From an optimization exercise on the open Yosys and OpenROAD flow, aimed at a short achievable clock period, few clock cycles per item and low power; shortcuts taken in it are not production practice.
In this exercise RTL edits were held to simulation tests only and were not proved equivalent to the original.
Power is estimated from default activity; no workload was simulated.

## fmul_pipe
module fmul_pipe
#(
    parameter int EXP   = 8,
    parameter int FRAC  = 23,
    parameter int WIDTH = EXP + FRAC + 1
) (
    input  logic              clk,
    input  logic              rst,
    input  logic              in_valid,
    output logic              in_ready,
    input  logic [WIDTH-1:0]  a,
    input  logic [WIDTH-1:0]  b,
    input  logic [1:0]        round_mode,
    output logic              out_valid,
    input  logic              out_ready,
    output logic [WIDTH-1:0]  r,
    output logic [NFLAGS-1:0] flags
);
clock: 8.0 ns
lec_check: 0
cap_margin: 20
core_margin: 2
core_utilization: 40
setup_slack_margin: 3.9
slew_margin: 20
run.sh (not shown) runs the stock make flow with config.mk's settings and CLKGATE_MAP_FILE= SYNTH_SCRIPT=/design/flow/synth_recipe.tcl, a recipe that flattens the netlist after the stock synthesis.
The starting point finished with timing, DRC and antenna clean.
Testbench counts at the start, summed over its fixed seeds: cycles 32,032, items 32,000.
Then changed:
CTS_CLUSTER_DIAMETER = 150   (was default)
CTS_CLUSTER_SIZE = 25   (was default)
SETUP_SLACK_MARGIN = 4.3   (was 3.9)
Result: The changed run completed with no timing, DRC or antenna violations. Combinational power climbs slightly. Routed wire length is higher by a few percent. Synthesized area is unchanged. Via count rose slightly. Setup slack is better by 0.24 ns. Maximum frequency went up by a few percent. Clock skew went up by 0.016 ns.
Then changed:
ABC_AREA = 1   (was default)
CAP_MARGIN = 10   (was 20)
CTS_CLUSTER_SIZE = 20   (was 25)
SLEW_MARGIN = 10   (was 20)
Cell count rises by 18%.
Combinational power falls by about 1%.
Total power stays flat.
Die area rises by about 3%.
Core utilization falls by 0.49 points.
Clock power rises by about 10%.
Clock-buffer cell count rises by 7.
Wire length rises by about 3%.
Setup slack gets better by 0.17 ns.
Clock skew falls by 0.0071 ns.

* * *

try-yarrow:
fmul_pipe again, from the RTL that the note above started with.
Settings: LEC_CHECK=0, CAP_MARGIN=20, CORE_MARGIN=2, CORE_UTILIZATION=40, SETUP_SLACK_MARGIN=4.3, SLEW_MARGIN=20; clock period 8.0 ns.
Testbench counts of try-yarrow, summed over its fixed seeds: cycles 32,032, items 32,000.
Changes in try-garnet relative to try-yarrow:
- an added CTS_CLUSTER_SIZE of 20
- an added ABC_AREA of 1
- an added CTS_CLUSTER_DIAMETER of 150
- a change of SETUP_SLACK_MARGIN from 4.3 to 4.2
Results
- The register-to-register slack of try-garnet is lower than that of try-yarrow.
- try-garnet vs try-yarrow: synthesized cell count up in try-garnet
- In try-garnet, the clock-buffer cell count came out 26 below the value in try-yarrow.
- try-garnet: per-cell routed wire length is about 15% lower than what try-yarrow reported.
- From try-yarrow to try-garnet the numbers moved as follows: total chip power went down 7.9%; die area increased about 3%.
- The topmost layer with routed signal wires comes out met5 in one run and met4 in the other, namely in try-yarrow and try-garnet respectively.
- Relative to try-yarrow, the met3 track utilization from global routing of try-garnet is lower by 2.1 points.
- Summary of try-garnet over try-yarrow: portion of total power attributed to sequential cells increased 2.2 points; routed wire length lower.
Input-level comparison between try-indigo and try-garnet:
- SETUP_SLACK_MARGIN now 4.3, was 4.2
Notes after the runs:
- Row power per cell area: try-indigo lower / try-garnet higher
- Changes observed in try-indigo relative to try-garnet: minimum clock period lower; fmax has increased; non-filler instance count after layout grew by about 0.3%; vias after detailed routing rose 162; first-pass GRT wire length +2400 µm.
- In the flow results for try-indigo and try-garnet, the total met2 wirelength after detailed routing is larger on try-indigo.
- Largest clock skew in the final design: try-indigo higher than try-garnet
- For clock tree cell share of total cell area, try-indigo and try-garnet come out practically identical.
- Run comparison: try-garnet last element of the critical path qC_23_1; try-indigo last element of the critical path qC_26_1
- Against try-garnet, net switching power of the design in try-indigo came out worse.

* * *

Setup of run A:
Starting RTL as in the previous note.
Settings: LEC_CHECK=0, CAP_MARGIN=20, CORE_MARGIN=2, CORE_UTILIZATION=40, CTS_CLUSTER_DIAMETER=150, CTS_CLUSTER_SIZE=20, SETUP_SLACK_MARGIN=4.3, SLEW_MARGIN=20, TNS_END_PERCENT=10; clock period 8.0 ns.
Run A | stages: all done | timing, DRC, antenna: all pass
Testbench counts of run A, summed over its fixed seeds: cycles 32,032, items 32,000.
Input-level comparison between run B and run A:
diff --git a/flow/config.mk b/flow/config.mk
--- a/flow/config.mk
+++ b/flow/config.mk
@@ -14,2 +14 @@
 export SLEW_MARGIN = 20
-export TNS_END_PERCENT = 10
Results
- Between run B and run A, it is run B whose clock period minus worst slack is lower, by 0.15 ns.
- A highest metal layer with signal wires of met5 is what run B shows, while met4 belongs to run A.
- Of run A and run B, the run reporting the lower actual transition at the worst max-transition pin was run B.
- Delta (run B minus run A): worst hold margin lower; overall routed net length increased about 3%.
Input changes introduced in run C (baseline for comparison: run B):
diff --git a/flow/config.mk b/flow/config.mk
--- a/flow/config.mk
+++ b/flow/config.mk
@@ -12,2 +12,3 @@
 export CTS_CLUSTER_SIZE = 20
+export GPL_ROUTABILITY_DRIVEN = 0
 export SETUP_SLACK_MARGIN = 4.3
- The final layouts of run C and run B pass the timing, design-rule and antenna checks.
- Diff run B..run C | number of antenna violations at the first check in global routing | unchanged
- Between run C and run B, the difference in latest clock arrival within the worst-skew pair is negligible.
- As far as instance count on the critical path is concerned, run B and run C perform about the same.
- Run B → run C: setup slack was more or less identical; power was more or less identical; total wirelength of the detailed-routed design was more or less identical.

-- port drivers added, routing unchanged --
The flow's constraints put no driver on any port. The routed layouts listed below were extracted and timed again, unchanged, in two steps.
Step 1 sets driving cells, clkbuf_16 on the clock port and buf_2 on the other inputs (assumed; they add their load-dependent delay and slew).
Step 2, shift: input delay + t, output delay - t, t = (earliest + latest rising clock arrival at the registers) / 2. This alone moves slack from input paths to output paths.
Slacks: no drivers / after step 1 / after step 2; pairs: no drivers / after step 1.
| run | shift t [ns] | slack for setup (ns) | worst setup path at the end |
|---|---|---|---|
| the first run of note 1 | 0.674 | 3.993 / 3.993 / 3.364 | input to register |
| the second run of note 1 | 0.663 | 4.235 / 4.235 / 3.682 | input to register |
| the third run of note 1 | 0.667 | 4.402 / 4.402 / 3.780 | input to register |
| try-yarrow | 0.681 | 4.301 / 4.346 / 3.664 | input to register |
| try-garnet | 0.670 | 4.271 / 4.271 / 3.743 | input to register |
| try-indigo | 0.667 | 4.402 / 4.402 / 3.780 | input to register |
| run A | 0.674 | 4.163 / 4.163 / 3.619 | input to register |
| run B | 0.669 | 4.317 / 4.360 / 3.696 | input to register |
| run C | 0.669 | 4.317 / 4.360 / 3.696 | input to register |
After both steps every run listed still meets setup and hold. The setup slack of try-yarrow, which loses most, moves by +0.045 ns with the drivers and by -0.637 ns with both steps.
